Context: an optimization exercise on an open-source flow, tuned for small area, a short achievable clock period and few clock cycles. The choices shown serve that exercise and are no tape-out recipe. RTL that was checked went through simulation tests only; none was proved equivalent to the original. No functional check of the RTL was part of run 1.

## flow/design.v (module list and top-level ports; edited modules follow where they fit)
// module matmul_sequencer: 111 lines
// module mac_accumulate: 1595 lines
// module mm_fa: 10 lines
// module mm_ha: 9 lines
// module result_writer: 18 lines
// module matmul_top: 58 lines
module matmul_top (
	input  logic                clk,
	input  logic                reset_n,
	input  logic                dut_valid,
	output logic                dut_ready,
	output matmul_pkg::mm_addr_t a_rd_addr,
	input  matmul_pkg::mm_data_t a_rd_data,
	output matmul_pkg::mm_addr_t b_rd_addr,
	input  matmul_pkg::mm_data_t b_rd_data,
	output logic                c_wr_en,
	output matmul_pkg::mm_addr_t c_wr_addr,
	output matmul_pkg::mm_data_t c_wr_data
);
  // ...
==> flow/flow/run.sh <==
#!/bin/bash
set -euo pipefail
bash standard.sh "BUFFER_PORTS_ARGS=-buffer_cell sky130_fd_sc_hd__buf_2" \
	SETUP_SLACK_MARGIN=6.5 finish > standard.log 2>&1
==> flow/standard.sh <==
#!/bin/bash
# synth_recipe.tcl (not shown) runs the flow's synth.tcl, then flattens the netlist and writes it again
# the make line also repeats each setting of config.mk as NAME=value (left out here)
make -C /OpenROAD-flow-scripts/flow DESIGN_CONFIG=/design/flow/config.mk WORK_HOME=/design/flow/orfs CLKGATE_MAP_FILE= SYNTH_SCRIPT=/design/flow/synth_recipe.tcl "${@:-finish}"
==> flow/config.mk <==
export PLATFORM = sky130hd
export DESIGN_NAME = matmul_top
export DESIGN_NICKNAME = matmul_top
export VERILOG_FILES = /design/flow/design.v
export SDC_FILE = /design/flow/constraint.sdc
export NUM_CORES = 4
export LEC_CHECK = 0
export ABC_AREA = 1
export CAP_MARGIN = 50
export CORE_MARGIN = 2
export CORE_UTILIZATION = 40
export SLEW_MARGIN = 70
export SYNTH_HIERARCHICAL = 1
==> flow/constraint.sdc <==
create_clock -name core_clock -period 10.0 [get_ports {clk}]
set_input_delay 2.0000 -clock core_clock [delete_from_list [all_inputs] [get_ports {clk}]]
set_output_delay 2.0000 -clock core_clock [all_outputs]
set_load 0.01 [all_outputs]
==> results.txt, run 1 <==
- Number of antenna diodes: 0
- Die span in x: between 200 and 250 µm
- Clock Latency Late Sink: ~0.6 ns
- Clk sinks: approximately 260
- Commonest non-fill, non-tap cell in the layout: nand2_1
- MaxCap Viol Count: 0
- First-pass GRT wire length: roughly 90000 µm
- Area delta synth->final: 10.8%
- Register Area: approximately 5600 µm²
- Setup TNS: 0 ns
- Overflow left after global routing: 0
- CP max stage delay: between 0.4 and 0.5 ns
- Die Ht: 227 µm
- Met1 wire length: 24100 µm
- Row cnt: 81
- Seq/Total Area, Yosys: 0.277
- Via density: between 5 and 6
- Cell count after placement: about 2800
- Hold Path End: u_mac.q_first
- Crit path capture: u_mac.mid_q[43]
- FF-to-FF path depth: 9
- Fin crit period: approximately 3.4 ns
- Final clock-cell share: 0.0479
- Utilization after layout: 0.450
- Design area: roughly 22000 µm²
- PortBufs: 120
- Met2 Routed Length: 25700 µm
- Metal3 WL: around 5100 µm
- Share of flip-flops with an asynchronous set or reset: 0.140
- Status: timing/DRC/antenna clean
- Largest net degree at the start of global routing: 37
- CLK BUF: 44
- Hold WS: ~0.33 ns
- CTS Buf Count: 31
- Yosys warning count: 9
- Cells after synthesis: ~2200
- Signal inverters: ~270
- CTS tree: done
- Multiplexer share of the synthesized area: 0.00896
==> module matmul_sequencer, before the edit <==
module matmul_sequencer (
	input  logic        clk,
	input  logic        reset_n,
	input  logic        dut_valid,
	output logic        dut_ready,
	output logic [6:0]  a_addr,
	input  logic [31:0] a_rd_data,
	output logic [6:0]  b_addr,
	input  logic [31:0] b_rd_data,
	output logic        elem_valid,     
	output logic        elem_first,
	output logic        elem_last,
	output logic        elem_job_last,
	input  logic        job_done        
);
	logic       hdr;       
	logic       run;       
	logic       drain;     
	logic       accept;    
	logic [2:0] km1, nm1, mm1;    
	logic [2:0] k_cnt, j_cnt, i_cnt;
	logic [6:0] a_row;     
	logic [3:0] hk, hn, hm;
	logic       k1, n1, m1;        
	logic       last_k, last_j, last_i;
	assign hm = a_rd_data[19:16];
	assign hk = a_rd_data[3:0];
	assign hn = b_rd_data[3:0];
	assign k1 = (hk[3:1] == 3'd0);
	assign n1 = (hn[3:1] == 3'd0);
	assign m1 = (hm[3:1] == 3'd0);
	assign accept = !hdr && !run && !drain && dut_valid;
	assign last_k = (k_cnt == km1);
	assign last_j = (j_cnt == nm1);
	assign last_i = (i_cnt == mm1);
	always_ff @(posedge clk) begin
		if (hdr) begin
			km1 <= 3'(hk - 4'd1);
			nm1 <= 3'(hn - 4'd1);
			mm1 <= 3'(hm - 4'd1);
		end
	end
	always_ff @(posedge clk) begin
		elem_first <= hdr || k_cnt == 3'd0;
		elem_last  <= hdr ? k1 : last_k;
	end
	always_ff @(posedge clk) begin
		if (hdr) begin
			k_cnt <= {2'd0, !k1};
			j_cnt <= {2'd0, k1 && !n1};
			i_cnt <= {2'd0, k1 && n1};
			a_row <= (k1 && n1) ? 7'd2 : 7'd1;
		end else if (!last_k) begin
			k_cnt <= k_cnt + 3'd1;
		end else if (!last_j) begin
			k_cnt <= 3'd0;
			j_cnt <= j_cnt + 3'd1;
		end else begin
			k_cnt <= 3'd0;
			j_cnt <= 3'd0;
			i_cnt <= i_cnt + 3'd1;
			a_row <= a_addr + 7'd1;
		end
	end
	always_ff @(posedge clk or negedge reset_n) begin
		if (!reset_n) begin
			dut_ready     <= 1'b1;
			hdr           <= 1'b0;
			run           <= 1'b0;
			drain         <= 1'b0;
			a_addr        <= 7'd0;
			b_addr        <= 7'd0;
			elem_valid    <= 1'b0;
			elem_job_last <= 1'b0;
		end else begin
			elem_valid    <= hdr || run;
			elem_job_last <= hdr ? (k1 && n1 && m1) :
				(run && last_k && last_j && last_i);
			hdr           <= accept;
			if (accept) begin
				dut_ready <= 1'b0;
				a_addr    <= 7'd1;
				b_addr    <= 7'd1;
			end else if (hdr) begin
				run    <= !(k1 && n1 && m1);
				drain  <= k1 && n1 && m1;
				a_addr <= (k1 && n1 && m1) ? 7'd0 : (k1 && !n1) ? 7'd1 : 7'd2;
				b_addr <= (k1 && n1 && m1) ? 7'd0 : (k1 && n1) ? 7'd1 : 7'd2;
			end else if (run) begin
				if (!last_k) begin
					a_addr <= a_addr + 7'd1;
					b_addr <= b_addr + 7'd1;
				end else if (!last_j) begin
					a_addr <= a_row;
					b_addr <= b_addr + 7'd1;
				end else if (!last_i) begin
					a_addr <= a_addr + 7'd1;
					b_addr <= 7'd1;
				end else begin
					run    <= 1'b0;
					drain  <= 1'b1;
					a_addr <= 7'd0;
					b_addr <= 7'd0;
				end
			end else if (drain && job_done) begin
				drain     <= 1'b0;
				dut_ready <= 1'b1;
			end
		end
	end
endmodule
==> module matmul_top, before the edit <==
module matmul_top (
	input  logic                clk,
	input  logic                reset_n,
	input  logic                dut_valid,
	output logic                dut_ready,
	output matmul_pkg::mm_addr_t a_rd_addr,
	input  matmul_pkg::mm_data_t a_rd_data,
	output matmul_pkg::mm_addr_t b_rd_addr,
	input  matmul_pkg::mm_data_t b_rd_data,
	output logic                c_wr_en,
	output matmul_pkg::mm_addr_t c_wr_addr,
	output matmul_pkg::mm_data_t c_wr_data
);
	logic       elem_valid, elem_first, elem_last, elem_job_last;
	logic       sum_valid, sum_final, job_done;
	logic [6:0] a_addr, b_addr;
	logic [5:0] c_addr;
	assign a_rd_addr = {9'd0, a_addr};
	assign b_rd_addr = {9'd0, b_addr};
	assign c_wr_addr = {10'd0, c_addr};
	matmul_sequencer u_sequencer (
		.clk           (clk),
		.reset_n       (reset_n),
		.dut_valid     (dut_valid),
		.dut_ready     (dut_ready),
		.a_addr        (a_addr),
		.a_rd_data     (a_rd_data),
		.b_addr        (b_addr),
		.b_rd_data     (b_rd_data),
		.elem_valid    (elem_valid),
		.elem_first    (elem_first),
		.elem_last     (elem_last),
		.elem_job_last (elem_job_last),
		.job_done      (job_done)
	);
	mac_accumulate u_mac (
		.clk           (clk),
		.reset_n       (reset_n),
		.a_rd_data     (a_rd_data),
		.b_rd_data     (b_rd_data),
		.elem_valid    (elem_valid),
		.elem_first    (elem_first),
		.elem_last     (elem_last),
		.elem_job_last (elem_job_last),
		.sum_valid     (sum_valid),
		.sum_final     (sum_final),
		.c_wr_data     (c_wr_data)
	);
	result_writer u_writer (
		.clk       (clk),
		.reset_n   (reset_n),
		.sum_valid (sum_valid),
		.sum_final (sum_final),
		.c_wr_en   (c_wr_en),
		.c_wr_addr (c_addr),
		.job_done  (job_done)
	);
endmodule
==> run 2, diff against run 1 <==
--- a/flow/design.v
+++ b/flow/design.v
@@ -10,18 +10,17 @@
 	input  logic        clk,
 	input  logic        reset_n,
 	input  logic        dut_valid,
 	output logic        dut_ready,
 	output logic [6:0]  a_addr,
 	input  logic [31:0] a_rd_data,
 	output logic [6:0]  b_addr,
 	input  logic [31:0] b_rd_data,
-	output logic        elem_valid,     
-	output logic        elem_first,
+	output logic        elem_first,     
 	output logic        elem_last,
 	output logic        elem_job_last,
 	input  logic        job_done        
 );
 	logic       hdr;       
 	logic       run;       
 	logic       drain;     
 	logic       accept;    
@@ -43,20 +42,18 @@
 	assign last_i = (i_cnt == mm1);
 	always_ff @(posedge clk) begin
 		if (hdr) begin
 			km1 <= 3'(hk - 4'd1);
 			nm1 <= 3'(hn - 4'd1);
 			mm1 <= 3'(hm - 4'd1);
 		end
 	end
-	always_ff @(posedge clk) begin
+	always_ff @(posedge clk)
 		elem_first <= hdr || k_cnt == 3'd0;
-		elem_last  <= hdr ? k1 : last_k;
-	end
 	always_ff @(posedge clk) begin
 		if (hdr) begin
 			k_cnt <= {2'd0, !k1};
 			j_cnt <= {2'd0, k1 && !n1};
 			i_cnt <= {2'd0, k1 && n1};
 			a_row <= (k1 && n1) ? 7'd2 : 7'd1;
 		end else if (!last_k) begin
 			k_cnt <= k_cnt + 3'd1;
@@ -73,20 +70,20 @@
 	always_ff @(posedge clk or negedge reset_n) begin
 		if (!reset_n) begin
 			dut_ready     <= 1'b1;
 			hdr           <= 1'b0;
 			run           <= 1'b0;
 			drain         <= 1'b0;
 			a_addr        <= 7'd0;
 			b_addr        <= 7'd0;
-			elem_valid    <= 1'b0;
+			elem_last     <= 1'b0;
 			elem_job_last <= 1'b0;
 		end else begin
-			elem_valid    <= hdr || run;
+			elem_last     <= hdr ? k1 : (run && last_k);
 			elem_job_last <= hdr ? (k1 && n1 && m1) :
 				(run && last_k && last_j && last_i);
 			hdr           <= accept;
 			if (accept) begin
 				dut_ready <= 1'b0;
 				a_addr    <= 7'd1;
 				b_addr    <= 7'd1;
 			end else if (hdr) begin
@@ -120,28 +117,27 @@
 `default_nettype wire
 `timescale 1ns/10ps
 `default_nettype none
 module mac_accumulate (
 	input  logic        clk,
 	input  logic        reset_n,
 	input  logic [31:0] a_rd_data,
 	input  logic [31:0] b_rd_data,
-	input  logic        elem_valid,    
 	input  logic        elem_first,
 	input  logic        elem_last,
 	input  logic        elem_job_last,  
 	output logic        sum_valid,     
 	output logic        sum_final,     
 	output logic [31:0] c_wr_data
 );
 	logic [31:0] aq, bq;               
 	logic [15:0] one_d, two_d, one_q, two_q;  
-	logic        q_valid, q_first, q_last, q_jl;
-	logic        m_valid, m_first, m_last, m_jl;
+	logic        q_first, q_last, q_jl;
+	logic        m_first, m_last, m_jl;
 	logic [31:0] acc_sg;               
 	logic [31:0] acc_s_d, acc_c_d;     
 	logic [82:0] mid_q;
 	logic pp1;
 	logic pp2;
 	logic pp3;
 	logic pp4;
 	logic pp5;
@@ -1678,40 +1674,36 @@
 	assign acc_c_d[29] = hs799;
 	assign acc_s_d[30] = hc800;
 	assign acc_c_d[30] = hs807;
 	assign acc_s_d[31] = hc808;
 	assign acc_c_d[31] = hs815;
 	assign acc_sg = m_first ? 32'd0 : c_wr_data;
 	always_ff @(posedge clk or negedge reset_n) begin
 		if (!reset_n) begin
-			q_valid   <= 1'b0;
-			q_first   <= 1'b0;
 			q_last    <= 1'b0;
 			q_jl      <= 1'b0;
-			m_jl      <= 1'b0;
-			m_valid   <= 1'b0;
-			m_first   <= 1'b0;
 			m_last    <= 1'b0;
+			m_jl      <= 1'b0;
 			sum_valid <= 1'b0;
 			sum_final <= 1'b0;
 		end else begin
-			q_valid   <= elem_valid;
-			q_first   <= elem_first;
 			q_last    <= elem_last;
 			q_jl      <= elem_job_last;
-			m_jl      <= q_jl;
-			m_valid   <= q_valid;
-			m_first   <= q_first;
 			m_last    <= q_last;
-			sum_valid <= m_valid && m_last;
-			sum_final <= m_valid && m_jl;
+			m_jl      <= q_jl;
+			sum_valid <= m_last;
+			sum_final <= m_jl;
 		end
 	end
 	always_ff @(posedge clk) begin
+		q_first <= elem_first;
+		m_first <= q_first;
+	end
+	always_ff @(posedge clk) begin
 		aq        <= a_rd_data;
 		bq        <= b_rd_data;
 		one_q     <= one_d;
 		two_q     <= two_d;
 		mid_q     <= mid_d;
 		c_wr_data <= acc_s_d + acc_c_d;
 	end
 endmodule
@@ -1768,44 +1760,42 @@
 	output matmul_pkg::mm_addr_t a_rd_addr,
 	input  matmul_pkg::mm_data_t a_rd_data,
 	output matmul_pkg::mm_addr_t b_rd_addr,
 	input  matmul_pkg::mm_data_t b_rd_data,
 	output logic                c_wr_en,
 	output matmul_pkg::mm_addr_t c_wr_addr,
 	output matmul_pkg::mm_data_t c_wr_data
 );
-	logic       elem_valid, elem_first, elem_last, elem_job_last;
+	logic       elem_first, elem_last, elem_job_last;
 	logic       sum_valid, sum_final, job_done;
 	logic [6:0] a_addr, b_addr;
 	logic [5:0] c_addr;
 	assign a_rd_addr = {9'd0, a_addr};
 	assign b_rd_addr = {9'd0, b_addr};
 	assign c_wr_addr = {10'd0, c_addr};
 	matmul_sequencer u_sequencer (
 		.clk           (clk),
 		.reset_n       (reset_n),
 		.dut_valid     (dut_valid),
 		.dut_ready     (dut_ready),
 		.a_addr        (a_addr),
 		.a_rd_data     (a_rd_data),
 		.b_addr        (b_addr),
 		.b_rd_data     (b_rd_data),
-		.elem_valid    (elem_valid),
 		.elem_first    (elem_first),
 		.elem_last     (elem_last),
 		.elem_job_last (elem_job_last),
 		.job_done      (job_done)
 	);
 	mac_accumulate u_mac (
 		.clk           (clk),
 		.reset_n       (reset_n),
 		.a_rd_data     (a_rd_data),
 		.b_rd_data     (b_rd_data),
-		.elem_valid    (elem_valid),
 		.elem_first    (elem_first),
 		.elem_last     (elem_last),
 		.elem_job_last (elem_job_last),
 		.sum_valid     (sum_valid),
 		.sum_final     (sum_final),
 		.c_wr_data     (c_wr_data)
 	);
 	result_writer u_writer (
==> results.txt, run 2 <==
- Status: timing/DRC/antenna clean (unchanged)
- PortBufs: 120 (unchanged)
- Clock root buffer: clkbuf_16 (unchanged)
- FMAX: 303 MHz (was 298 MHz)
- HPWL after DPL: 40700 µm (was 40900 µm)
- Hold crit path type: reg -> reg (unchanged)
- Mapped Area: 20000 µm² (about the same)
- Cell count after placement: 2828 (was 2834)
- First-pass GRT wire length: 88700 µm (was 89200 µm)
- CTS Hold Bufs: 0 (unchanged)
- Top Registers: u_mac.mid_q x83, u_mac.aq x32, u_mac.c_wr_data x32 (unchanged)
- Nets@finish: 2578 (was 2584)
- Initial DRC count: 1325 (was 1175)
- Fin crit period: 3.30 ns (was 3.35 ns)
- Post-synth cell types: 51 (was 44)
- Most flops, register: u_mac.mid_q (unchanged)
- CP required: 10.52 ns (was 10.49 ns)
- Most common library cells after synthesis: nand2_1, xor2_1, o22ai_1 (unchanged)
- Max FO, Critical Path: 4 (was 30)
- Final setup viols: 0 (unchanged)
- Via count: 15200 (was 15300)
- Clock slew at reported path FFs: 0.07 ns (was 0.06 ns)
- Core area: 49200 µm² (unchanged)
- Die Ht: 227 µm (about the same)
- Cells after synthesis: 2141 (was 2150)
- Total GRT Usage: 0.223 (was 0.225)
- Top-count cell post-synth: nand2_1 (unchanged)
- CTS Buf Count: 31 (unchanged)
- Detail Route Antenna Nets: 0 (unchanged)
- Die span in x: 227 µm (about the same)
- Setup Skew: 0.0430 ns (was 0.0212 ns)
- Via density: 5.26 (was 5.27)
- MaxCap Viol Count: 0 (unchanged)
- Initial Util: 0.406 (about the same)
- WL/cell: 19.7 µm (was 19.8 µm)
- Area delta synth->final: 11.4% (was 10.8%)
- Dominant cell type by area after synthesis: fa_1 (unchanged)
- CTS Buffer Depth: 3 (unchanged)
- Number of global-route vias before repair: 15600 (was 16000)
- CP arrival: 3.82 ns (was 3.84 ns)
- Gpl congestion: 0.913 (was 0.885)
- Synth top area share: 0.242 (about the same)
- Worst setup SP type: register (unchanged)
- Utilization after layout: 0.453 (was 0.450)
- Non-Filler Instances: 2886 (was 2892)
- Clock Latency Late Sink: 0.63 ns (was 0.60 ns)
- Largest net degree at the start of global routing: 34 (was 37)
- Crit Path Category: reg -> reg (unchanged)
- Commonest non-fill, non-tap cells in the layout: nand2_1, xor2_1, o22ai_1, fa_1, inv_1 (unchanged)
- CTS tree: done (unchanged)
- Setup TNS: 0 ns (unchanged)
- Max-slew violations: 0 (unchanged)
- # H-tree levels: 1 (unchanged)
- Seq/Total Area, Yosys: 0.273 (was 0.277)
- Commonest non-fill, non-tap cell in the layout: nand2_1 (unchanged)
- Most common flop cell mapped by yosys: dfxtp_1 (unchanged)
- Period utilization: 0.330 (was 0.335)
- RSZ-0062 raised after global routing: false (unchanged)
- Average cell area after synthesis: 9.33 µm² (was 9.29 µm²)
- Fillers: 4726 (was 4777)
- Layout cells sized above 1: 0.138 (was 0.127)
- Yosys warning count: 9 (unchanged)
- Top post-synthesis cells by area: fa_1, dfxtp_1, xor2_1 (unchanged)
- Overflow left after global routing: 0 (unchanged)
- DIE AREA: 51700 µm² (about the same)
- Critical path endpoint category: register (unchanged)
- Final hold vios: 0 (unchanged)
- Yosys reg bits: 255 (was 258)
- Row cnt: 81 (unchanged)
- First drt pass iteration count: 5 (unchanged)
- Initial antenna violation count: 1 (was 0)
- Final WL: 56700 µm (was 57100 µm)
- Clk sinks: 255 (was 258)
- DR DRC count: 0 (unchanged)
- Share of flip-flops with an asynchronous set or reset: 0.125 (was 0.140)
- Post-synth EDFFs: 18 (unchanged)
- # IOs: 149 (unchanged)
- Max reg flops: 83 (unchanged)
[run 2: metal layers]
layer	vias to the layer above	global-route usage	wire, µm	part of all wire
met4	0	0.0793	1840	0.032
met3	141	0.0458	5190	0.091
met2	795	0.366	26000	0.46
li1	6931	-	-	-
met1	7321	0.292	23700	0.42
met5	-	0	0	0
[run 2: worst max-delay path, cell delays in order (launching register included)]
cell and delay (ns):
dfxtp_1 0.32, fa_1 0.52, fa_1 0.57, fa_1 0.43, ha_1 0.32, ha_1 0.34
a21o_1 0.20, nor2_1 0.11, nand2_1 0.07, a21oi_2 0.15, nand2_1 0.07, nand2_1 0.05
nand2_1 0.04
[run 2: modules after synthesis, one instance, submodules excluded]
module            cells inside  flip-flops and latches  copies in the design
matmul_sequencer           249                      46                     1
mm_ha                        1                       0                    32
matmul_top                  29                       0                     1
result_writer               38                       6                     1
mac_accumulate            1553                     203                     1
mm_fa                        1                       0                   240
[run 2: kinds of logic after synthesis]
group | Yosys count | share of synthesized area
and+or+nand+nor | 529 | 0.111
muxes | 16 | 0.00896
DFF | 255 | 0.273
adders and majority gates | 314 | 0.287
other | 1 | 0.000188
AOI/OAI and AO/OA | 313 | 0.0980
xor gates and xnor gates | 309 | 0.136
buffers and inverters | 404 | 0.0853
[run 2: final cells by class]
type                            count  area (µm²)  area share
Antenna cell                        1        2.50    0.000112
Inverter                          261        1040      0.0467
Tap cell                          664         831      0.0373
Timing Repair Buffer              139         806      0.0362
Sequential cell                   255        5470       0.246
Clock inverter                     18         294      0.0132
Clock buffer                       39         857      0.0385
Multi-Input combinational cell   1509       13000       0.582
[run 2: worst paths after layout]
path                                              from  cells after the start               endpoint  slack [ns]
max in group asynchronous                      reset_n                      1  u_sequencer.dut_ready        8.45
min in group asynchronous                      reset_n                      1  u_sequencer.a_addr[1]        1.27
worst max register to register         u_mac.mid_q[75]                     12    u_mac.c_wr_data[31]        6.70
worst min register to register  u_sequencer.elem_first                      0          u_mac.q_first        0.29
worst min-delay path            u_sequencer.elem_first                      0          u_mac.q_first        0.29
worst max-delay path                   u_mac.mid_q[75]                     12    u_mac.c_wr_data[31]        6.70
[run 2: per-stage QoR]
step	setup WS, ns	cell area [µm²]	hold WS [ns]
final	6.70	22300	0.290
after global routing	6.56	22300	0.324
after CTS	6.62	22200	0.307
after detailed placement	6.63	21100	0.318
after global placement	6.22	20900	0.320
after floorplan	7.01	20100	0.310
[run 2: repair_timing]
action | 4_1_cts | 5_1_grt
setup endpoints to repair | 0 | 1
endpoints found under the hold margin | 0 | 0
resized for setup | 0 | 1
buffers inserted | 0 | 0
Testbench counts of run 2, summed over its fixed seeds: cycles 13,659.
==> run 3, diff against run 2 <==
--- a/flow/config.mk
+++ b/flow/config.mk
@@ -9,5 +9,7 @@
 export CAP_MARGIN = 50
 export CORE_MARGIN = 2
 export CORE_UTILIZATION = 40
+export CTS_CLUSTER_DIAMETER = 60
+export CTS_CLUSTER_SIZE = 16
 export SLEW_MARGIN = 70
 export SYNTH_HIERARCHICAL = 1
==> results.txt, run 3 <==
- Status: timing/DRC/antenna clean (unchanged)
- Yosys warning count: 9 (unchanged)
- Yosys reg bits: 255 (unchanged)
- HPWL after DPL: 40700 µm (unchanged)
- Max FO, Critical Path: 4 (unchanged)
- Mapped Area: 20000 µm² (unchanged)
- CP arrival: 3.80 ns (was 3.82 ns)
- Top-count cell post-synth: nand2_1 (unchanged)
- Register Area: 5470 µm² (unchanged)
- Gpl congestion: 0.913 (unchanged)
- Final setup viols: 0 (unchanged)
- Layout cells sized above 1: 0.137 (was 0.138)
- # IOs: 149 (unchanged)
- Fin crit period: 3.30 ns (about the same)
- Clk sinks: 255 (unchanged)
- Post-synth cell types: 51 (unchanged)
- Max Used Layer: met4 (unchanged)
- Average cell area after synthesis: 9.33 µm² (unchanged)
- Top Registers: u_mac.mid_q x83, u_mac.aq x32, u_mac.c_wr_data x32 (unchanged)
- Met1 wire length: 23600 µm (was 23700 µm)
- Met2 Routed Length: 25500 µm (was 26000 µm)
- First-pass GRT wire length: 88500 µm (was 88700 µm)
- Setup TNS: 0 ns (unchanged)
- CTS Buf Count: 29 (was 31)
- Crit Path Category: reg -> reg (unchanged)
- Period utilization: 0.330 (about the same)
- Area delta synth->final: 10.9% (was 11.4%)
- Post-synth EDFFs: 18 (unchanged)
- Hold Startpoint: u_sequencer.elem_first (unchanged)
- Critical path endpoint category: register (unchanged)
- Non-Filler Instances: 2884 (was 2886)
- Detail Route Antenna Nets: 0 (unchanged)
- Die Ht: 227 µm (unchanged)
- Row cnt: 81 (unchanged)
- Final hold vios: 0 (unchanged)
- Most flops, register: u_mac.mid_q (unchanged)
- Synth top area share: 0.242 (unchanged)
- Clock root buffer: clkbuf_16 (unchanged)
- Number of global-route vias before repair: 15500 (was 15600)
- Initial DRC count: 1411 (was 1325)
- PortBufs: 120 (unchanged)
- Crit path launch: u_mac.mid_q[75] (unchanged)
- MaxCap Viol Count: 0 (unchanged)
- Most common flop cell mapped by yosys: dfxtp_1 (unchanged)
- Worst setup SP type: register (unchanged)
- Hold crit path type: reg -> reg (unchanged)
- Commonest non-fill, non-tap cells in the layout: nand2_1, xor2_1, o22ai_1, fa_1, inv_1 (unchanged)
- CP required: 10.50 ns (was 10.52 ns)
- Max-slew violations: 0 (unchanged)
- DR DRC count: 0 (unchanged)
- RSZ-0062 raised after global routing: false (unchanged)
- Total GRT Usage: 0.222 (was 0.223)
- Via count: 15100 (was 15200)
- CTS Hold Bufs: 0 (unchanged)
- Die span in x: 227 µm (unchanged)
- Worst flop-to-flop path startpoint: u_mac.mid_q[75] (unchanged)
- Seq/Total Area, Yosys: 0.273 (unchanged)
- Dominant cell type by area after synthesis: fa_1 (unchanged)
- FMAX: 303 MHz (about the same)
- Largest net degree at the start of global routing: 34 (unchanged)
- CTS Buffer Depth: 3 (unchanged)
- First drt pass iteration count: 5 (unchanged)
- Nets@finish: 2577 (was 2578)
- Via density: 5.25 (was 5.26)
- Max reg flops: 83 (unchanged)
- Clock slew at reported path FFs: 0.07 ns (about the same)
- # H-tree levels: 1 (unchanged)
- Cell count after placement: 2828 (unchanged)
- Setup Skew: 0.0267 ns (was 0.0430 ns)
- Most common library cells after synthesis: nand2_1, xor2_1, o22ai_1 (unchanged)
- DIE AREA: 51700 µm² (unchanged)
- Final WL: 56500 µm (was 56700 µm)
- Multi-input logic area: 13000 µm² (unchanged)
- Overflow left after global routing: 0 (unchanged)
- Cells after synthesis: 2141 (unchanged)
- CTS tree: done (unchanged)
- Core area: 49200 µm² (unchanged)
- Fillers: 4729 (was 4726)
- Top post-synthesis cells by area: fa_1, dfxtp_1, xor2_1 (unchanged)
- Initial antenna violation count: 1 (unchanged)
- Share of flip-flops with an asynchronous set or reset: 0.125 (unchanged)
- Initial Util: 0.406 (unchanged)
- Commonest non-fill, non-tap cell in the layout: nand2_1 (unchanged)
- Metal3 WL: 5320 µm (was 5190 µm)
- WL/cell: 19.6 µm (was 19.7 µm)
- Clock Latency Late Sink: 0.60 ns (was 0.63 ns)
## run 3: logic make-up (layout without fill, tap and decap cells)
logic type	count (synthesis)	count (layout)	share of synthesized area
flops	255	255	0.273
other cells	1	29	0.000188
buf+inv	404	455	0.0853
compound gates	313	313	0.0980
xor+xnor	309	309	0.136
simple gates	529	529	0.111
mux	16	16	0.00896
fa+ha+maj	314	314	0.287
## run 3: Yosys stat by module, one instance, submodules excluded
module / cell area, µm² / times used
mac_accumulate: 11900 / 1
mm_ha: 12.5 / 32
matmul_sequencer: 2380 / 1
mm_fa: 20.0 / 240
result_writer: 303 / 1
matmul_top: 214 / 1
## run 3: path summary, 6_finish.rpt
kind,endpoint,depth (start not counted),slack (ns)
worst max-delay path,u_mac.c_wr_data[31],12,6.70
worst min-delay path,u_mac.q_first,0,0.34
worst max register to register,u_mac.c_wr_data[31],12,6.70
worst min register to register,u_mac.q_first,0,0.34
max in group asynchronous,u_sequencer.dut_ready,1,8.44
min in group asynchronous,u_sequencer.a_addr[1],1,1.28
## run 3: stage by stage
stage | area, µm² | hold slack (ns) | setup slack [ns] | util
final | 22100 | 0.336 | 6.70 | 0.450
after detailed placement | 21100 | 0.318 | 6.63 | 0.429
after CTS | 22100 | 0.336 | 6.59 | 0.449
after floorplan | 20100 | 0.310 | 7.01 | -
after global placement | 20900 | 0.320 | 6.22 | 0.426
after global routing | 22100 | 0.351 | 6.53 | 0.450
## run 3: cell type report
cell class / instances / share of cell area
clock buffer: 36 / 0.0358
sequential: 255 / 0.247
tap: 664 / 0.0375
timing repair buffer: 140 / 0.0375
multi-input combinational: 1509 / 0.585
clock inverter: 18 / 0.0102
inverter: 261 / 0.0470
antenna: 1 / 0.000113
## run 3: critical path, cell delays in order, from the launching register on
cell and delay [ns]:
dfxtp_1 0.32, fa_1 0.52, fa_1 0.56, fa_1 0.43
ha_1 0.32, ha_1 0.34, a21o_1 0.20, nor2_1 0.11
nand2_1 0.07, a21oi_2 0.15, nand2_1 0.07, nand2_1 0.05
nand2_1 0.04
## run 3: repair_timing
action / 4_1_cts / 5_1_grt
buffers inserted: 0 / 0
gates resized for setup: 0 / 1
setup endpoints to repair: 0 / 1
## run 3: per-layer routing
metal | track usage | vias to the layer above
met3 | 0.0459 | 148
li1 | - | 6932
met4 | 0.0780 | 0
met5 | 0 | -
met2 | 0.363 | 776
met1 | 0.293 | 7284
==> run 4, diff against run 3 <==
--- a/flow/config.mk
+++ b/flow/config.mk
@@ -9,7 +9,7 @@
 export CAP_MARGIN = 50
 export CORE_MARGIN = 2
 export CORE_UTILIZATION = 40
-export CTS_CLUSTER_DIAMETER = 60
-export CTS_CLUSTER_SIZE = 16
+export CTS_CLUSTER_DIAMETER = 90
+export CTS_CLUSTER_SIZE = 24
 export SLEW_MARGIN = 70
 export SYNTH_HIERARCHICAL = 1
==> results.txt, run 4 <==
- Setup Skew: 0.0197 ns (was 0.0267 ns)
- DR DRC count: 0 (unchanged)
- Core area: 49200 µm² (unchanged)
- Hold crit path type: reg -> reg (unchanged)
- Most common library cells after synthesis: nand2_1, xor2_1, o22ai_1 (unchanged)
- Total GRT Usage: 0.221 (was 0.222)
- Number of global-route vias before repair: 15400 (was 15500)
- Design area: 21700 µm² (was 22100 µm²)
- Cells after synthesis: 2141 (unchanged)
- First-pass GRT wire length: 88000 µm (was 88500 µm)
- Clock root buffer: clkbuf_16 (unchanged)
- Hold WS: 0.342 ns (was 0.336 ns)
- Routing usage on met3: 0.0419 (was 0.0459)
- Via count: 15100 (about the same)
- First drt pass iteration count: 7 (was 5)
- Post-synth EDFFs: 18 (unchanged)
- Final hold vios: 0 (unchanged)
- DIE AREA: 51700 µm² (unchanged)
- Detail Route Antenna Nets: 0 (unchanged)
- WL/cell: 19.7 µm (was 19.6 µm)
- Max reg flops: 83 (unchanged)
- Top Registers: u_mac.mid_q x83, u_mac.aq x32, u_mac.c_wr_data x32 (unchanged)
- Average cell area after synthesis: 9.33 µm² (unchanged)
- Gpl congestion: 0.913 (unchanged)
- Max-slew violations: 0 (unchanged)
- CTS Buf Count: 16 (was 29)
- Post-synth cell types: 51 (unchanged)
- M1 GR Usage: 0.293 (about the same)
- Status: timing/DRC/antenna clean (unchanged)
- RSZ-0062 raised after global routing: false (unchanged)
- Area delta synth->final: 8.43% (was 10.9%)
- Setup TNS: 0 ns (unchanged)
- CP dominant cell by count: nand2_1 (unchanged)
- CTS Buffer Depth: 3 (unchanged)
- Yosys warning count: 9 (unchanged)
- CP arrival: 3.78 ns (was 3.80 ns)
- Cell count after placement: 2828 (unchanged)
- Initial antenna violation count: 1 (unchanged)
- Crit Path Category: reg -> reg (unchanged)
- HPWL after DPL: 40700 µm (unchanged)
- Initial DRC count: 1380 (was 1411)
- Row cnt: 81 (unchanged)
- Top-count cell post-synth: nand2_1 (unchanged)
- Gr busiest metal: met2 (unchanged)
- Largest net degree at the start of global routing: 34 (unchanged)
- Period utilization: 0.335 (was 0.330)
- Share of flip-flops with an asynchronous set or reset: 0.125 (unchanged)
- Final setup viols: 0 (unchanged)
- Via density: 5.28 (was 5.25)
- Slowest stage cell on the critical path: fa_1 (unchanged)
- MaxCap Viol Count: 0 (unchanged)
- Most flops, register: u_mac.mid_q (unchanged)
- # H-tree levels: 1 (unchanged)
- CP required: 10.43 ns (was 10.50 ns)
- CTS Hold Bufs: 0 (unchanged)
- CP max stage delay: 0.59 ns (was 0.56 ns)
- Worst Setup Slack, final: 6.65 ns (was 6.70 ns)
- Mapped Area: 20000 µm² (unchanged)
- Max FO, Critical Path: 4 (unchanged)
- FMAX: 299 MHz (was 303 MHz)
- Critical path endpoint category: register (unchanged)
- Die Ht: 227 µm (unchanged)
- Non-Filler Instances: 2857 (was 2884)
- Seq/Total Area, Yosys: 0.273 (unchanged)
- Fin crit period: 3.35 ns (was 3.30 ns)
- Final WL: 56300 µm (was 56500 µm)
- Met2 GRT Util: 0.365 (was 0.363)
- Worst setup SP type: register (unchanged)
- # IOs: 149 (unchanged)
- Yosys reg bits: 255 (unchanged)
- Die span in x: 227 µm (unchanged)
- Synth top area share: 0.242 (unchanged)
- CTS tree: done (unchanged)
- Most common flop cell mapped by yosys: dfxtp_1 (unchanged)
- PortBufs: 120 (unchanged)
- Utilization after layout: 0.441 (was 0.450)
- Clock slew at reported path FFs: 0.09 ns (was 0.07 ns)
- Worst slack, placed: 6.63 ns (unchanged)
- Clock Latency Late Sink: 0.53 ns (was 0.60 ns)
- Commonest non-fill, non-tap cell in the layout: nand2_1 (unchanged)
- Clk sinks: 255 (unchanged)
- Nets@finish: 2563 (was 2577)
- Top post-synthesis cells by area: fa_1, dfxtp_1, xor2_1 (unchanged)
- Dominant cell type by area after synthesis: fa_1 (unchanged)
- Placed Area: 21100 µm² (unchanged)
- Initial Util: 0.406 (unchanged)
- Overflow left after global routing: 0 (unchanged)
- Crit-path cells: fa_1, fa_1, fa_1, ha_1, ha_1, a21o_1, nor2_1, nand2_1, a21oi_2, nand2_1, nand2_1, nand2_1 (unchanged)
- Layout cells sized above 1: 0.127 (was 0.137)
- Commonest non-fill, non-tap cells in the layout: nand2_1, xor2_1, o22ai_1, fa_1, inv_1 (unchanged)
==> run 4: changes by cell type in the layout (fill, tap and decap cells not counted), moves of 2 or more <==
cell       delta
clkbuf_16    -11
clkbuf_8      -2
clkinv_1      -2
clkinv_8      -4
inv_6         -3
inv_8         -3
==> run 4: final cells by class <==
cell class	count	area (µm²)
Clock buffer	24	494
Multi-Input combinational cell	1509	13000
Antenna cell	1	2.50
Clock inverter	4	63.8
Fill cell	4780	27500
Sequential cell	255	5470
Inverter	261	1040
Timing Repair Buffer	139	802
Tap cell	664	831
==> run 4: final timing paths <==
check	cells after the start	slack (ns)	to	from
max	12	6.65	u_mac.c_wr_data[31]	u_mac.mid_q[75]
min	0	0.34	u_mac.q_first	u_sequencer.elem_first
max reg2reg	12	6.65	u_mac.c_wr_data[31]	u_mac.mid_q[75]
min reg2reg	0	0.34	u_mac.q_first	u_sequencer.elem_first
max in group asynchronous	1	8.39	u_sequencer.dut_ready	reset_n
min in group asynchronous	1	1.32	u_sequencer.b_addr[4]	reset_n
==> run 4: repair_timing <==
item                       4_1_cts  5_1_grt
gates resized for setup          0        1
setup endpoints to repair        0        1
setup buffers                    0        0
==> run 4: critical path: cells and delay by family (launching register included) <==
kind,cells,cell delay [ns]
AO/OA/AOI/OAI,2,0.35
adder cells (fa/ha/maj),5,2.21
flip-flops,1,0.34
AND/OR/NAND/NOR,5,0.34
==> run 4: cells by family after synthesis <==
family / count (synthesis) / synth area share
DFF: 255 / 0.273
buffers and inverters: 404 / 0.0853
and+or+nand+nor: 529 / 0.111
muxes: 16 / 0.00896
other: 1 / 0.000188
adders and majority gates: 314 / 0.287
AOI/OAI and AO/OA: 313 / 0.0980
xor gates and xnor gates: 309 / 0.136
==> run 4: Yosys stat by module, one instance, submodules excluded <==
module            cells  copies in the design
mm_fa                 1                   240
mm_ha                 1                    32
mac_accumulate     1553                     1
result_writer        38                     1
matmul_top           29                     1
matmul_sequencer    249                     1
==> run 4: per-layer routing <==
metal  wire, µm  up-vias
met2      25800      750
met4       1700        0
met1      24000     7309
li1           -     6881
met5          0        -
met3       4810      138
==> run 5, diff against run 4 <==
==> flow/flow/run.sh (replaced) <==
#!/bin/bash
set -euo pipefail
bash standard.sh "BUFFER_PORTS_ARGS=-buffer_cell sky130_fd_sc_hd__buf_1" \
	SETUP_SLACK_MARGIN=6.5 finish > standard.log 2>&1
--- a/flow/config.mk
+++ b/flow/config.mk
@@ -9,7 +9,5 @@
 export CAP_MARGIN = 50
 export CORE_MARGIN = 2
 export CORE_UTILIZATION = 40
-export CTS_CLUSTER_DIAMETER = 90
-export CTS_CLUSTER_SIZE = 24
 export SLEW_MARGIN = 70
 export SYNTH_HIERARCHICAL = 1
==> results.txt, run 5 <==
- Status: timing/DRC/antenna clean (unchanged)
- Nets@finish: 2579 (was 2563)
- Gpl congestion: 0.869 (was 0.913)
- Top Registers: u_mac.mid_q x83, u_mac.aq x32, u_mac.c_wr_data x32 (unchanged)
- Number of antenna diodes: 0 (was 1)
- Most flops, register: u_mac.mid_q (unchanged)
- Mapped Area: 20000 µm² (unchanged)
- Number of global-route vias before repair: 15900 (was 15400)
- Crit Path Category: reg -> reg (unchanged)
- Die span in x: 227 µm (unchanged)
- Non-Filler Instances: 2887 (was 2857)
- Utilization after layout: 0.449 (was 0.441)
- Max FO, Critical Path: 4 (unchanged)
- Worst flop-to-flop path startpoint: u_mac.mid_q[75] (unchanged)
- Seq/Total Area, Yosys: 0.273 (unchanged)
- Placed Area: 21000 µm² (was 21100 µm²)
- DIE AREA: 51700 µm² (unchanged)
- Die Ht: 227 µm (unchanged)
- Hold Path Depth: 0 (unchanged)
- Total GRT Usage: 0.224 (was 0.221)
- Critical path endpoint category: register (unchanged)
- Reg-to-reg critical path endpoint: u_mac.c_wr_data[31] (unchanged)
- Via density: 5.25 (was 5.28)
- Postcts setup bufs: 0 (unchanged)
- Largest net degree at the start of global routing: 34 (unchanged)
- Routing usage on met3: 0.0474 (was 0.0419)
- Hold Startpoint: u_sequencer.elem_first (unchanged)
- HPWL after DPL: 41400 µm (was 40700 µm)
- Clk sinks: 255 (unchanged)
- First drt pass iteration count: 7 (unchanged)
- Post-synth EDFFs: 18 (unchanged)
- Gr busiest metal: met2 (unchanged)
- M1 GR Usage: 0.293 (about the same)
- Yosys reg bits: 255 (unchanged)
- R2R setup slack: 6.70 ns (was 6.65 ns)
- PostCTS Resize Cnt: 0 (unchanged)
- Fin crit period: 3.30 ns (was 3.35 ns)
- Commonest non-fill, non-tap cells in the layout: nand2_1, xor2_1, o22ai_1, fa_1, inv_1 (unchanged)
- CTS Buffer Depth: 3 (unchanged)
- FF-to-FF path depth: 12 (unchanged)
- Setup Skew: 0.0164 ns (was 0.0197 ns)
- Layout cells sized above 1: 0.0850 (was 0.127)
- Row cnt: 81 (unchanged)
- CTS Hold Bufs: 0 (unchanged)
- Final setup viols: 0 (unchanged)
- Cell count after placement: 2829 (was 2828)
- Worst setup SP type: register (unchanged)
- Detail Route Antenna Nets: 0 (unchanged)
- Initial DRC count: 1164 (was 1380)
- Most common library cells after synthesis: nand2_1, xor2_1, o22ai_1 (unchanged)
- Commonest non-fill, non-tap cell in the layout: nand2_1 (unchanged)
- Initial Util: 0.406 (unchanged)
- Setup TNS: 0 ns (unchanged)
- First-pass GRT wire length: 89700 µm (was 88000 µm)
- Crit-path cells: fa_1, fa_1, fa_1, ha_1, ha_1, a21o_1, nor2_1, nand2_1, a21oi_1, nand2_1, nand2_1, nand2_1 (was fa_1, fa_1, fa_1, ha_1, ha_1, a21o_1, nor2_1, nand2_1, a21oi_2, nand2_1, nand2_1, nand2_1)
- Share of flip-flops with an asynchronous set or reset: 0.125 (unchanged)
- Clock root buffer: clkbuf_16 (unchanged)
- Initial antenna violation count: 0 (was 1)
- # IOs: 149 (unchanged)
- Max-slew violations: 0 (unchanged)
- Cells after synthesis: 2141 (unchanged)
- CP arrival: 3.81 ns (was 3.78 ns)
- Max reg flops: 83 (unchanged)
- Clock Latency Late Sink: 0.60 ns (was 0.53 ns)
- Final WL: 57200 µm (was 56300 µm)
- CP dominant cell by count: nand2_1 (unchanged)
- Register Area: 5470 µm² (about the same)
- Slowest stage cell on the critical path: fa_1 (unchanged)
- Most common flop cell mapped by yosys: dfxtp_1 (unchanged)
- CP max stage delay: 0.58 ns (was 0.59 ns)
- Multi-input logic area: 12900 µm² (was 13000 µm²)
- WL/cell: 19.8 µm (was 19.7 µm)
- RSZ-0062 raised after global routing: false (unchanged)
- Design area: 22100 µm² (was 21700 µm²)
- MaxCap Viol Count: 0 (unchanged)
- Overflow left after global routing: 0 (unchanged)
- Yosys warning count: 9 (unchanged)
- PortBufs: 120 (unchanged)
- # H-tree levels: 1 (unchanged)
- CP required: 10.50 ns (was 10.43 ns)
- FMAX: 303 MHz (was 299 MHz)
- Hold Path End: u_mac.q_first (unchanged)
- Final hold vios: 0 (unchanged)
- Synth top area share: 0.242 (unchanged)
- Top-count cell post-synth: nand2_1 (unchanged)
- Clock slew at reported path FFs: 0.06 ns (was 0.09 ns)
- Via count: 15200 (was 15100)
- CTS Buf Count: 31 (was 16)
- Period utilization: 0.330 (was 0.335)
- Top post-synthesis cells by area: fa_1, dfxtp_1, xor2_1 (unchanged)
- CTS tree: done (unchanged)
- Average cell area after synthesis: 9.33 µm² (unchanged)
- Fillers: 4784 (was 4780)
- Core area: 49200 µm² (unchanged)
- Post-synth cell types: 51 (unchanged)
- Hold crit path type: reg -> reg (unchanged)
- DR DRC count: 0 (unchanged)
- Met2 GRT Util: 0.363 (was 0.365)
- Dominant cell type by area after synthesis: fa_1 (unchanged)
- Area delta synth->final: 10.4% (was 8.43%)
==> run 5: cell counts after synthesis <==
Identical to the previous run, type by type.
==> run 5: cell type report <==
| class | count | share of cell area |
|---|---|---|
| Clock inverter | 16 | 0.00692 |
| Sequential cell | 255 | 0.248 |
| Clock buffer | 42 | 0.0403 |
| Inverter | 261 | 0.0472 |
| Tap cell | 664 | 0.0377 |
| Multi-Input combinational cell | 1509 | 0.587 |
| Timing Repair Buffer | 140 | 0.0325 |
==> run 5: per-module statistics from Yosys, one instance, submodules excluded <==
module            area, µm²  cells  flops+latches
mac_accumulate        11900   1553            203
matmul_sequencer       2380    249             46
result_writer           303     38              6
matmul_top              214     29              0
mm_fa                  20.0      1              0
mm_ha                  12.5      1              0
==> run 5: worst max-delay path, delay by kind of cell (launching register included) <==
family	cells	cell delay, ns
compound gates	2	0.37
simple gates	5	0.33
flops	1	0.32
fa+ha+maj	5	2.17
==> run 5: worst max path at each step <==
stage                          startpoint                     to  slack, ns  cells past startpoint
after floorplan           u_mac.mid_q[75]    u_mac.c_wr_data[31]       7.01                     12
after global placement        u_mac.aq[5]        u_mac.mid_q[43]       6.30                      8
after detailed placement     a_rd_data[2]  u_sequencer.b_addr[0]       6.66                      8
after CTS                 u_mac.mid_q[75]    u_mac.c_wr_data[31]       6.66                     12
after global routing      u_mac.mid_q[75]    u_mac.c_wr_data[31]       6.51                     12
final                     u_mac.mid_q[75]    u_mac.c_wr_data[31]       6.70                     12
==> run 5: metrics by stage <==
stage / setup WS, ns / hold slack, ns
floorplan: 7.01 / 0.310
CTS: 6.66 / 0.337
global route: 6.51 / 0.340
finish: 6.70 / 0.334
detailed placement: 6.66 / 0.324
global placement: 6.30 / 0.318
==> run 5: cells by family (layout without fill, tap and decap cells) <==
family | after synthesis | count (layout) | share of synthesized area
compound gates | 313 | 313 | 0.0980
xor+xnor | 309 | 309 | 0.136
fa+ha+maj | 314 | 314 | 0.287
buf+inv | 404 | 459 | 0.0853
flops | 255 | 255 | 0.273
mux | 16 | 16 | 0.00896
other cells | 1 | 28 | 0.000188
simple gates | 529 | 529 | 0.111
==> run 5: metal layers <==
layer / vias up / wire (µm)
met2: 781 / 26100
met1: 7327 / 23900
met3: 141 / 5110
li1: 6916 / -
met5: - / 0
met4: 0 / 2010
==> run 6, diff against run 5 <==
==> flow/flow/run.sh (replaced) <==
#!/bin/bash
set -euo pipefail
bash standard.sh "BUFFER_PORTS_ARGS=-buffer_cell sky130_fd_sc_hd__buf_1" \
	SETUP_SLACK_MARGIN=7 finish > standard.log 2>&1
--- a/flow/config.mk
+++ b/flow/config.mk
@@ -9,5 +9,7 @@
 export CAP_MARGIN = 50
 export CORE_MARGIN = 2
 export CORE_UTILIZATION = 40
+export CTS_CLUSTER_DIAMETER = 60
+export CTS_CLUSTER_SIZE = 16
 export SLEW_MARGIN = 70
 export SYNTH_HIERARCHICAL = 1
==> results.txt, run 6 <==
- Status: timing/DRC/antenna clean (unchanged)
- Core area: 49200 µm² (unchanged)
- Seq/Total Area, Yosys: 0.273 (unchanged)
- Period utilization: 0.323 (was 0.330)
- Nets@finish: 2674 (was 2579)
- CTS Buf Count: 29 (was 31)
- Gpl congestion: 0.869 (unchanged)
- Setup Skew: 0.0143 ns (was 0.0164 ns)
- Clock Latency Late Sink: 0.60 ns (about the same)
- WL/cell: 20.7 µm (was 19.8 µm)
- Initial antenna violation count: 0 (unchanged)
- # H-tree levels: 1 (unchanged)
- Yosys reg bits: 255 (unchanged)
- Setup TNS: 0 ns (unchanged)
- Slowest stage cell on the critical path: dfstp_2 (was fa_1)
- Post-synth cell types: 51 (unchanged)
- Area delta synth->final: 21.2% (was 10.4%)
- Clock slew at reported path FFs: 0.07 ns (was 0.06 ns)
- Cells after synthesis: 2141 (unchanged)
- Hold crit path type: reg -> reg (unchanged)
- HPWL after DPL: 41400 µm (unchanged)
- Via density: 5.38 (was 5.25)
- DIE AREA: 51700 µm² (unchanged)
- Largest net degree at the start of global routing: 34 (unchanged)
- PortBufs: 120 (unchanged)
- Average cell area after synthesis: 9.33 µm² (unchanged)
- Max reg flops: 83 (unchanged)
- Final WL: 61600 µm (was 57200 µm)
- Crit Path Category: reg -> out (was reg -> reg)
- Delay-heaviest family, CP: flip-flops (was adder cells)
- Initial DRC count: 1566 (was 1164)
- CP max stage delay: 0.54 ns (was 0.58 ns)
- Dominant cell type by area after synthesis: fa_1 (unchanged)
- Overflow left after global routing: 0 (unchanged)
- Commonest non-fill, non-tap cell in the layout: nand2_1 (unchanged)
- Cell count after placement: 2829 (unchanged)
- DR DRC count: 0 (unchanged)
- First-pass GRT wire length: 92700 µm (was 89700 µm)
- Non-Filler Instances: 2979 (was 2887)
- CTS Hold Bufs: 0 (unchanged)
- Top-count cell post-synth: nand2_1 (unchanged)
- Commonest non-fill, non-tap cells in the layout: nand2_1, xor2_1, o22ai_1, inv_1, fa_1 (was nand2_1, xor2_1, o22ai_1, fa_1, inv_1)
- RSZ-0062 raised after global routing: true (was false)
- MaxCap Viol Count: 0 (unchanged)
- CTS Buffer Depth: 3 (unchanged)
- Share of flip-flops with an asynchronous set or reset: 0.125 (unchanged)
- Crit-path cells: buf_6 (was fa_1, fa_1, fa_1, ha_1, ha_1, a21o_1, nor2_1, nand2_1, a21oi_1, nand2_1, nand2_1, nand2_1)
- Final setup viols: 0 (unchanged)
- Worst setup SP type: register (unchanged)
- Synth top area share: 0.242 (unchanged)
- Row cnt: 81 (unchanged)
- Die Ht: 227 µm (unchanged)
- CP required: 8.00 ns (was 10.50 ns)
- Fin crit period: 3.23 ns (was 3.30 ns)
- Via count: 16000 (was 15200)
- WP buf/inv: 1 (was 0)
- Number of global-route vias before repair: 16300 (was 15900)
- Fillers: 4538 (was 4784)
- # IOs: 149 (unchanged)
- FMAX: 310 MHz (was 303 MHz)
- Top post-synthesis cells by area: fa_1, dfxtp_1, xor2_1 (unchanged)
- Max FO, Critical Path: 2 (was 4)
- Die span in x: 227 µm (unchanged)
- Final hold vios: 0 (unchanged)
- CP arrival: 1.23 ns (was 3.81 ns)
- Detail Route Antenna Nets: 0 (unchanged)
- Yosys warning count: 9 (unchanged)
- Initial Util: 0.406 (unchanged)
- Most flops, register: u_mac.mid_q (unchanged)
- Critical path endpoint category: output pin (was register)
- Post-synth EDFFs: 18 (unchanged)
- CTS tree: done (unchanged)
- Layout cells sized above 1: 0.235 (was 0.0850)
- First drt pass iteration count: 5 (was 7)
- Most common flop cell mapped by yosys: dfxtp_1 (unchanged)
- Top Registers: u_mac.mid_q x83, u_mac.aq x32, u_mac.c_wr_data x32 (unchanged)
- Mapped Area: 20000 µm² (unchanged)
- Clk sinks: 255 (unchanged)
- Most common library cells after synthesis: nand2_1, xor2_1, o22ai_1 (unchanged)
- Total GRT Usage: 0.232 (was 0.224)
- Number of antenna diodes: 0 (unchanged)
- Clock root buffer: clkbuf_16 (unchanged)
- Max-slew violations: 0 (unchanged)
run 6: cell counts after synthesis:
No cell type changed its count.
run 6: final cells by class:
cell class | count | area, µm² | share of cell area
Multi-Input combinational cell | 1509 | 13700 | 0.566
Sequential cell | 255 | 5570 | 0.230
Timing Repair Buffer | 226 | 1870 | 0.0771
Inverter | 261 | 1190 | 0.0493
Tap cell | 664 | 831 | 0.0343
Clock buffer | 36 | 783 | 0.0324
Clock inverter | 17 | 188 | 0.00775
Timing Repair inverter | 11 | 76.3 | 0.00315
run 6: final timing paths:
kind                                        startpoint               endpoint  slack, ns  cells after the start
worst max-delay path             u_sequencer.dut_ready              dut_ready       6.77                      1
worst min-delay path            u_sequencer.elem_first          u_mac.q_first       0.34                      0
worst max register to register         u_mac.mid_q[71]    u_mac.c_wr_data[31]       6.83                     13
worst min register to register  u_sequencer.elem_first          u_mac.q_first       0.34                      0
max in group asynchronous                      reset_n  u_sequencer.dut_ready       8.44                      1
min in group asynchronous                      reset_n  u_sequencer.b_addr[6]       1.29                      1
run 6: cell families after synthesis:
logic type | share of synthesized area
other cells | 0.000188
flops | 0.273
xor+xnor | 0.136
mux | 0.00896
simple gates | 0.111
compound gates | 0.0980
buf+inv | 0.0853
fa+ha+maj | 0.287
run 6: through the flow:
stage	instance area (µm²)	hold WS, ns	util	worst slack (ns)
floorplan	20100	0.310	-	7.01
global placement	20800	0.318	0.422	6.30
detailed placement	21000	0.324	0.427	6.66
CTS	23000	0.345	0.468	6.75
global route	24200	0.351	0.492	6.69
finish	24200	0.344	0.492	6.77
run 6: Yosys stat by module, one instance, submodules excluded:
module / flops+latches / cells inside / copies in the design
mac_accumulate: 203 / 1553 / 1
matmul_sequencer: 46 / 249 / 1
matmul_top: 0 / 29 / 1
mm_fa: 0 / 1 / 240
mm_ha: 0 / 1 / 32
result_writer: 6 / 38 / 1
run 6: metal layers:
layer  track usage  part of all wire  up-vias
met2         0.371              0.45      942
met3        0.0472              0.10      210
met5             0                 0        -
li1              -                 -     7125
met4         0.106             0.048        0
met1         0.304              0.40     7755
run 6: what timing repair did:
item	in CTS	in global routing
buffers inserted	44	38
cloned	6	9
setup endpoints to repair	100	101
gates resized for setup	183	236
pin swaps	10	44
==> run 7, diff against run 6 <==
==> flow/flow/run.sh (replaced) <==
#!/bin/bash
set -euo pipefail
bash standard.sh "BUFFER_PORTS_ARGS=-buffer_cell sky130_fd_sc_hd__buf_1" \
	SETUP_SLACK_MARGIN=6.5 finish > standard.log 2>&1
--- a/flow/config.mk
+++ b/flow/config.mk
@@ -6,10 +6,10 @@
 export NUM_CORES = 4
 export LEC_CHECK = 0
 export ABC_AREA = 1
-export CAP_MARGIN = 50
+export CAP_MARGIN = 30
 export CORE_MARGIN = 2
 export CORE_UTILIZATION = 40
-export CTS_CLUSTER_DIAMETER = 60
-export CTS_CLUSTER_SIZE = 16
-export SLEW_MARGIN = 70
+export CTS_CLUSTER_DIAMETER = 90
+export CTS_CLUSTER_SIZE = 24
+export SLEW_MARGIN = 40
 export SYNTH_HIERARCHICAL = 1
==> results.txt, run 7 <==
- RSZ-0062 raised after global routing: true (unchanged)
- # H-tree levels: 1 (unchanged)
- Yosys warning count: 9 (unchanged)
- Detail Route Antenna Nets: 0 (unchanged)
- Layout cells sized above 1: 0.0686 (was 0.235)
- CP arrival: 3.91 ns (was 1.23 ns)
- Die span in x: 227 µm (unchanged)
- Commonest non-fill, non-tap cells in the layout: nand2_1, xor2_1, o22ai_1, fa_1, inv_1 (was nand2_1, xor2_1, o22ai_1, inv_1, fa_1)
- Commonest non-fill, non-tap cell in the layout: nand2_1 (unchanged)
- Fillers: 4824 (was 4538)
- WL/cell: 20.0 µm (was 20.7 µm)
- Final hold vios: 0 (unchanged)
- Largest net degree at the start of global routing: 34 (unchanged)
- Final WL: 57400 µm (was 61600 µm)
- FMAX: 285 MHz (was 310 MHz)
- PortBufs: 120 (unchanged)
- Hold crit path type: reg -> reg (unchanged)
- Setup Skew: 0.0351 ns (was 0.0143 ns)
- Crit path launch: u_mac.aq[12] (was u_sequencer.dut_ready)
- Initial DRC count: 1347 (was 1566)
- Initial Util: 0.406 (unchanged)
- Max FO, Critical Path: 10 (was 2)
- # IOs: 149 (unchanged)
- Gpl congestion: 0.869 (unchanged)
- Yosys reg bits: 255 (unchanged)
- HPWL after DPL: 41000 µm (was 41400 µm)
- Via density: 5.28 (was 5.38)
- Clock Latency Late Sink: 0.56 ns (was 0.60 ns)
- Status: timing/DRC/antenna clean (unchanged)
- Top post-synthesis cells by area: fa_1, dfxtp_1, xor2_1 (unchanged)
- Reg-to-reg critical path endpoint: u_mac.mid_q[56] (was u_mac.c_wr_data[31])
- Max-slew violations: 0 (unchanged)
- Clock slew at reported path FFs: 0.10 ns (was 0.07 ns)
- Row cnt: 81 (unchanged)
- Number of antenna diodes: 0 (unchanged)
- Synth top area share: 0.242 (unchanged)
- Initial antenna violation count: 0 (unchanged)
- Critical path endpoint category: register (was output pin)
- Period utilization: 0.350 (was 0.323)
- Post-synth EDFFs: 18 (unchanged)
- Core area: 49200 µm² (unchanged)
- Delay-heaviest family, CP: adder cells (was flip-flops)
- Share of flip-flops with an asynchronous set or reset: 0.125 (unchanged)
- CTS Buffer Depth: 3 (unchanged)
- Worst flop-to-flop path startpoint: u_mac.aq[12] (was u_mac.mid_q[71])
- Cells after synthesis: 2141 (unchanged)
- Clock root buffer: clkbuf_16 (unchanged)
- First-pass GRT wire length: 89400 µm (was 92700 µm)
- WP depth: 7 (was 1)
- Crit-path cells: clkinvlp_4, o22ai_1, xor2_1, fa_1, fa_1, fa_1, fa_1 (was buf_6)
- CP required: 10.41 ns (was 8.00 ns)
- Worst Setup Slack, final: 6.50 ns (was 6.77 ns)
- Final setup viols: 0 (unchanged)
- Slew margin rel.: 0.474
- Most common library cells after synthesis: nand2_1, xor2_1, o22ai_1 (unchanged)
- Fin crit period: 3.50 ns (was 3.23 ns)
- R2R setup slack: 6.50 ns (was 6.83 ns)
- Average cell area after synthesis: 9.33 µm² (unchanged)
- Multi-input logic area: 12900 µm² (was 13700 µm²)
- MaxCap Viol Count: 0 (unchanged)
- Slowest stage cell on the critical path: fa_1 (was dfstp_2)
- Nets@finish: 2569 (was 2674)
- Worst setup SP type: register (unchanged)
- Total GRT Usage: 0.224 (was 0.232)
- Setup TNS: 0 ns (unchanged)
- Worst slack, placed: 6.37 ns (was 6.66 ns)
- Die Ht: 227 µm (unchanged)
- Seq/Total Area, Yosys: 0.273 (unchanged)
- Most flops, register: u_mac.mid_q (unchanged)
- Via count: 15100 (was 16000)
- Number of global-route vias before repair: 15900 (was 16300)
- Crit Path Category: reg -> reg (was reg -> out)
- WP buf/inv: 1 (unchanged)
- Overflow left after global routing: 0 (unchanged)
- CP max stage delay: 0.52 ns (was 0.54 ns)
- Max reg flops: 83 (unchanged)
- First drt pass iteration count: 7 (was 5)
- CP dominant cell by count: fa_1
- Clk sinks: 255 (unchanged)
- DR DRC count: 0 (unchanged)
- FF-to-FF path depth: 7 (was 13)
- Most common flop cell mapped by yosys: dfxtp_1 (unchanged)
- Dominant cell type by area after synthesis: fa_1 (unchanged)
- Post-synth cell types: 51 (unchanged)
- CTS Buf Count: 19 (was 29)
- DIE AREA: 51700 µm² (unchanged)
- Top-count cell post-synth: nand2_1 (unchanged)
- Slew @ Worst Pin: ~0.79 ns
- Mapped Area: 20000 µm² (unchanged)
- Area delta synth->final: 7.73% (was 21.2%)
- Crit path capture: u_mac.mid_q[56] (was dut_ready)
- CTS tree: done (unchanged)
- Register Area: 5460 µm² (was 5570 µm²)
- Top Registers: u_mac.mid_q x83, u_mac.aq x32, u_mac.c_wr_data x32 (unchanged)
==> run 7: cell counts after synthesis <==
No cell type changed its count.
==> run 7: timing repair <==
item	in CTS	in global routing
gates resized for setup	3	14
endpoints found under the setup margin	9	43
hold buffers	0	0
buffers inserted	4	0
gates cloned	0	2
pin swaps	0	0
==> run 7: modules after synthesis, one instance, submodules excluded <==
module | flops+latches | copies in the design | cells inside
matmul_sequencer | 46 | 1 | 249
mm_fa | 0 | 240 | 1
mm_ha | 0 | 32 | 1
mac_accumulate | 203 | 1 | 1553
matmul_top | 0 | 1 | 29
result_writer | 6 | 1 | 38
==> run 7: worst min-delay path by stage <==
stage               slack [ns]  cells after the start       endpoint                    from
global route              0.35                      0  u_mac.q_first  u_sequencer.elem_first
CTS                       0.34                      0  u_mac.q_first  u_sequencer.elem_first
global placement          0.32                      0  u_mac.q_first  u_sequencer.elem_first
floorplan                 0.31                      0  u_mac.m_first           u_mac.q_first
finish                    0.34                      0  u_mac.q_first  u_sequencer.elem_first
detailed placement        0.32                      0  u_mac.q_first  u_sequencer.elem_first
==> run 7: cells by family after synthesis <==
kind of cell / count (synthesis) / share of synthesized area
buffers and inverters: 404 / 0.0853
flip-flops: 255 / 0.273
AO/OA/AOI/OAI: 313 / 0.0980
other: 1 / 0.000188
AND/OR/NAND/NOR: 529 / 0.111
adder cells (fa/ha/maj): 314 / 0.287
multiplexers: 16 / 0.00896
XOR/XNOR: 309 / 0.136
==> run 7: metrics by stage <==
stage | std cells | area [µm²] | util | hold WS (ns)
5_1_grt | 2864 | 21500 | 0.438 | 0.351
3_5_place_dp | 2825 | 20800 | 0.422 | 0.321
4_1_cts | 2862 | 21500 | 0.436 | 0.344
2_1_floorplan | 2168 | 20100 | - | 0.310
3_3_place_gp | 2825 | 20800 | 0.422 | 0.318
6_report | 2864 | 21500 | 0.438 | 0.342
==> run 7: metal layers <==
layer | global-route usage | wire length (µm)
met1 | 0.290 | 23800
met2 | 0.365 | 26300
met3 | 0.0483 | 5300
met4 | 0.0873 | 1980
met5 | 0 | 0
==> run 7: area by class of cell <==
class / instances / area share
inverters: 261 / 0.0478
well taps: 664 / 0.0386
repair inverters: 2 / 0.000698
flip-flops and latches: 255 / 0.254
repair buffers: 140 / 0.0283
clock buffers: 22 / 0.0226
multi-input cells: 1509 / 0.601
clock inverters: 11 / 0.00768

## port drivers added, routing unchanged
Ports are ideal in the flow. The routed layouts listed here were re-timed in OpenROAD.
Step 1, drivers: a clkbuf_16 drives clk and a buf_2 each remaining input, both assumed.
Step 2 also shifts input and output timing later by t, the mid clock arrival at the registers, as if the neighbouring blocks saw the same clock.
Three values: ideal, step 1, step 2; two values: the first two.
| run | shift t [ns] | slack for setup (ns) | worst setup path after step 2 |
|---|---|---|---|
| run 1 | 0.651 | 6.650 / 6.650 / 6.650 | register to register |
| run 2 | 0.665 | 6.696 / 6.692 / 6.642 | input to register |
| run 3 | 0.649 | 6.702 / 6.686 / 6.656 | input to register |
| run 4 | 0.581 | 6.652 / 6.652 / 6.652 | register to register |
| run 5 | 0.654 | 6.696 / 6.679 / 6.622 | input to register |
| run 6 | 0.652 | 6.770 / 6.711 / 6.612 | input to register |
| run 7 | 0.601 | 6.497 / 6.497 / 6.497 | register to register |
After both steps every run listed still meets setup and hold. The setup slack of run 6, which loses most, moves by -0.059 ns with the drivers and by -0.158 ns with both steps.
